This is an optimization exercise on Yosys and OpenROAD, whose aim is small area, a short achievable clock period and few clock cycles per item, not a production implementation. Where RTL was checked, it was by simulation tests only, not by an equivalence proof against the original. Power figures rest on the tool's default switching activity, not on a simulated workload.

== job 101 ==
Design gf2_split_mul, start of the top module:
module gf2_split_mul (
	input  wire         clk,
	input  wire         rst,
	input  wire         in_valid,
	output logic        in_ready,
	input  wire  [47:0] a,
	input  wire  [47:0] b,
	output logic        out_valid,
	input  wire         out_ready,
	output logic [95:0] c
);
clock: 5.0 ns
lec_check: 0
cap_margin: 20
core_margin: 2
core_utilization: 40
slew_margin: 20
run.sh (not shown) runs the stock make flow with config.mk's settings and CLKGATE_MAP_FILE= SYNTH_SCRIPT=/design/flow/synth_recipe.tcl, a recipe that flattens the netlist after the stock synthesis.
Edits applied to the flow inputs when going from job 101 to job 102:
- putting SETUP_SLACK_MARGIN at 2.0 where nothing was set
- putting ABC_CLOCK_PERIOD_IN_PS at 3000 where nothing was set
Results
Final setup skew: job 101 vs job 102, no meaningful difference
Compared with job 101, routed wire length in job 102 increased by more than 10%.
Compared job 101 against job 102; number of buffers added to fix hold violations after cts within noise.
Status: instance count along the most critical hold path parity (job 101, job 102)
Post-layout worst setup margin: job 102 > job 101
Between job 101 and job 102, the flow reports post-route met1 wirelength increasing by a few percent.
Summary of job 102 over job 101: synthesis-to-finish area growth went up; routability congestion estimate from global placement up about 0.9%.
[compare] base=job 101 new=job 102: flip-flop and latch share of the layout cell area fell 6.6 points; design area rose about 50%.
Function was not checked in any run of this note: the RTL went through the layout flow alone.

========
sierra:
Another version of the RTL of gf2_split_mul (not shown whole).
For scale: roughly 3200 cells after synthesis, about 120 flip-flops, roughly 23000 sq um of cells after synthesis.
==> flow/config.mk <==
export PLATFORM = sky130hd
export DESIGN_NAME = gf2_split_mul
export DESIGN_NICKNAME = gf2_split_mul
export VERILOG_FILES = /design/flow/design.v
export SDC_FILE = /design/flow/constraint.sdc
export NUM_CORES = 4
export LEC_CHECK = 0
export CAP_MARGIN = 20
export CORE_MARGIN = 2
export CORE_UTILIZATION = 60
export PLACE_DENSITY = 0.8
export SETUP_SLACK_MARGIN = 1.8
export SLEW_MARGIN = 20
export TNS_END_PERCENT = 0
==> flow/constraint.sdc <==
create_clock -name core_clock -period 5.0 [get_ports {clk}]
set_input_delay 1.0000 -clock core_clock [delete_from_list [all_inputs] [get_ports {clk}]]
set_output_delay 1.0000 -clock core_clock [all_outputs]
set_load 0.01 [all_outputs]
standard.sh (not shown) runs the stock make flow with config.mk's settings and CLKGATE_MAP_FILE= SYNTH_SCRIPT=/design/flow/synth_recipe.tcl, a recipe that flattens the netlist after the stock synthesis.
==> flow/flow/run.sh <==
#!/bin/bash
# Own layout flow: the standard flow (standard.sh) with the standard
# synthesis unchanged, then the layout steps with the delay cells
# (clkdlybuf4s*, dlygate*, dlymetal*) added to the don't-use list, so that
# the port buffers and the timing repair use plain buffers instead, and with
# the buffers of synthesis removed at floorplan (REMOVE_ABC_BUFFERS) instead
# of a timing repair there without wires; the repair after clock tree
# synthesis then sizes the logic with placement parasitics. The port
# buffers are buf_4 cells instead of the weakest buffer.
set -euo pipefail
W=$(pwd)
bash standard.sh synth > "$W/flow_synth.log" 2>&1
DELAY_CELLS=""
for c in clkdlybuf4s15_1 clkdlybuf4s15_2 clkdlybuf4s18_1 clkdlybuf4s18_2 \
	clkdlybuf4s25_1 clkdlybuf4s25_2 clkdlybuf4s50_1 clkdlybuf4s50_2 \
	dlygate4sd1_1 dlygate4sd2_1 dlygate4sd3_1 \
	dlymetal6s2s_1 dlymetal6s4s_1 dlymetal6s6s_1; do
	DELAY_CELLS="$DELAY_CELLS sky130_fd_sc_hd__$c"
done
# The design config is read before the platform's, whose list is added to this one.
{
	cat "$W/config.mk"
	echo "export DONT_USE_CELLS =$DELAY_CELLS"
	echo "export REMOVE_ABC_BUFFERS = 1"
	echo "export BUFFER_PORTS_ARGS = -buffer_cell sky130_fd_sc_hd__buf_4"
} > "$W/own_config.mk"
sed "s|DESIGN_CONFIG=[^ ]*|DESIGN_CONFIG=$W/own_config.mk|" "$W/standard.sh" > "$W/own_standard.sh"
grep -q "DESIGN_CONFIG=$W/own_config.mk" "$W/own_standard.sh"
bash "$W/own_standard.sh" > "$W/flow_layout.log" 2>&1
Testbench counts of sierra, summed over its fixed seeds: cycles 2,056, items 2,048.
The inputs of tundra differ from those of sierra as listed below.
Settings: SETUP_SLACK_MARGIN now 2.0, was 1.8.
diff --git a/flow/flow/run.sh b/flow/flow/run.sh
--- a/flow/flow/run.sh
+++ b/flow/flow/run.sh
@@ -7,4 +7,3 @@
 # of a timing repair there without wires; the repair after clock tree
-# synthesis then sizes the logic with placement parasitics. The port
-# buffers are buf_4 cells instead of the weakest buffer.
+# synthesis then sizes the logic with placement parasitics.
 set -euo pipefail
@@ -24,3 +23,2 @@
 	echo "export REMOVE_ABC_BUFFERS = 1"
-	echo "export BUFFER_PORTS_ARGS = -buffer_cell sky130_fd_sc_hd__buf_4"
 } > "$W/own_config.mk"
[summary]
Compared with sierra, cell count in tundra increased by a few percent. From sierra to tundra, count of clock-net buffers in the final layout did not move at all. For the power density over the cells, tundra came in about 4.7% lower than sierra did. Data required time of the worst path: higher on tundra.
[inputs] indigo vs tundra
diff --git a/flow/flow/run.sh b/flow/flow/run.sh
--- a/flow/flow/run.sh
+++ b/flow/flow/run.sh
@@ -7,3 +7,4 @@
 # of a timing repair there without wires; the repair after clock tree
-# synthesis then sizes the logic with placement parasitics.
+# synthesis then sizes the logic with placement parasitics. The port
+# buffers are buf_2 cells instead of the weakest buffer.
 set -euo pipefail
@@ -23,2 +24,3 @@
 	echo "export REMOVE_ABC_BUFFERS = 1"
+	echo "export BUFFER_PORTS_ARGS = -buffer_cell sky130_fd_sc_hd__buf_2"
 } > "$W/own_config.mk"
[summary]
Having completed the whole flow, indigo delivered a layout that passed the timing, design-rule and antenna checks. [diff] hold slack, indigo relative to tundra: improvement. Via count deteriorates in indigo relative to tundra. tundra → indigo: sequential share of layout area shows no meaningful change; clock skew shows no meaningful change.
[inputs] fjord vs indigo
Settings: CORE_UTILIZATION: 60 -> 65; PLACE_DENSITY: 0.8 -> 0.85.
diff --git a/flow/flow/run.sh b/flow/flow/run.sh
--- a/flow/flow/run.sh
+++ b/flow/flow/run.sh
@@ -7,4 +7,3 @@
 # of a timing repair there without wires; the repair after clock tree
-# synthesis then sizes the logic with placement parasitics. The port
-# buffers are buf_2 cells instead of the weakest buffer.
+# synthesis then sizes the logic with placement parasitics.
 set -euo pipefail
@@ -24,3 +23,2 @@
 	echo "export REMOVE_ABC_BUFFERS = 1"
-	echo "export BUFFER_PORTS_ARGS = -buffer_cell sky130_fd_sc_hd__buf_2"
 } > "$W/own_config.mk"
--- outcome ---
- fjord reached the final stage; the timing, design-rule and antenna checks on its layout passed.
- Looking at total clock network power, fjord sits above indigo.
- Reported for fjord and indigo, final setup TNS turned out identical to the last digit.
- [compare] base=indigo new=fjord: total power decreased 0.82%, combinational gate power essentially unchanged, initial detailed-routing violation count decreased about 0.35%, clock-pin slew on the worst setup and hold paths essentially unchanged.
- Number of cells upsized or downsized after cts delta for fjord relative to indigo: 90 higher
- Summary: worst setup margin, fjord better than indigo
- Looking at fraction of power consumed by the clock network across fjord and indigo, the one that comes out lower is indigo.
- a[7] as the timing startpoint of the critical path was reported by indigo, and a[28] by fjord.

==> port drivers added, routing unchanged <==
No port has a modelled driver above. Below, the same layouts with a new extraction and two added sets of constraints.
Step 1, drivers: a clkbuf_16 drives clk and a buf_2 each remaining input, both assumed.
Step 2 moves the port delays by t, midway between the first and last clock arrival at a register: inputs arrive t later, outputs are due t later. That takes back most of the time a late clock gives input paths.
Three values: no drivers, after step 1, after step 2; two values: the first two.
| run | t (ns) | setup WS [ns] | worst hold slack (ns) | slew at the worst register clock pin (ns) |
|---|---|---|---|---|
| job 101 | 0.571 | 0.578 / 0.578 / 0.578 | 0.546 / 0.546 / 0.546 | 0.10 / 0.10 |
| job 102 | 0.581 | 1.661 / 1.661 / 1.661 | 0.543 / 0.543 / 0.543 | 0.09 / 0.09 |
| sierra | 0.497 | 1.634 / 1.663 / 1.165 | 0.709 / 0.685 / 0.878 | 0.07 / 0.07 |
| tundra | 0.486 | 1.797 / 1.821 / 1.335 | 0.714 / 0.692 / 1.029 | 0.07 / 0.07 |
| indigo | 0.494 | 1.524 / 1.559 / 1.065 | 0.719 / 0.685 / 0.931 | 0.07 / 0.07 |
| fjord | 0.477 | 1.738 / 1.761 / 1.284 | 0.715 / 0.693 / 1.012 | 0.07 / 0.07 |
After both steps every run listed still meets setup and hold. The setup slack of sierra, which loses most, moves by +0.029 ns with the drivers and by -0.469 ns with both steps.
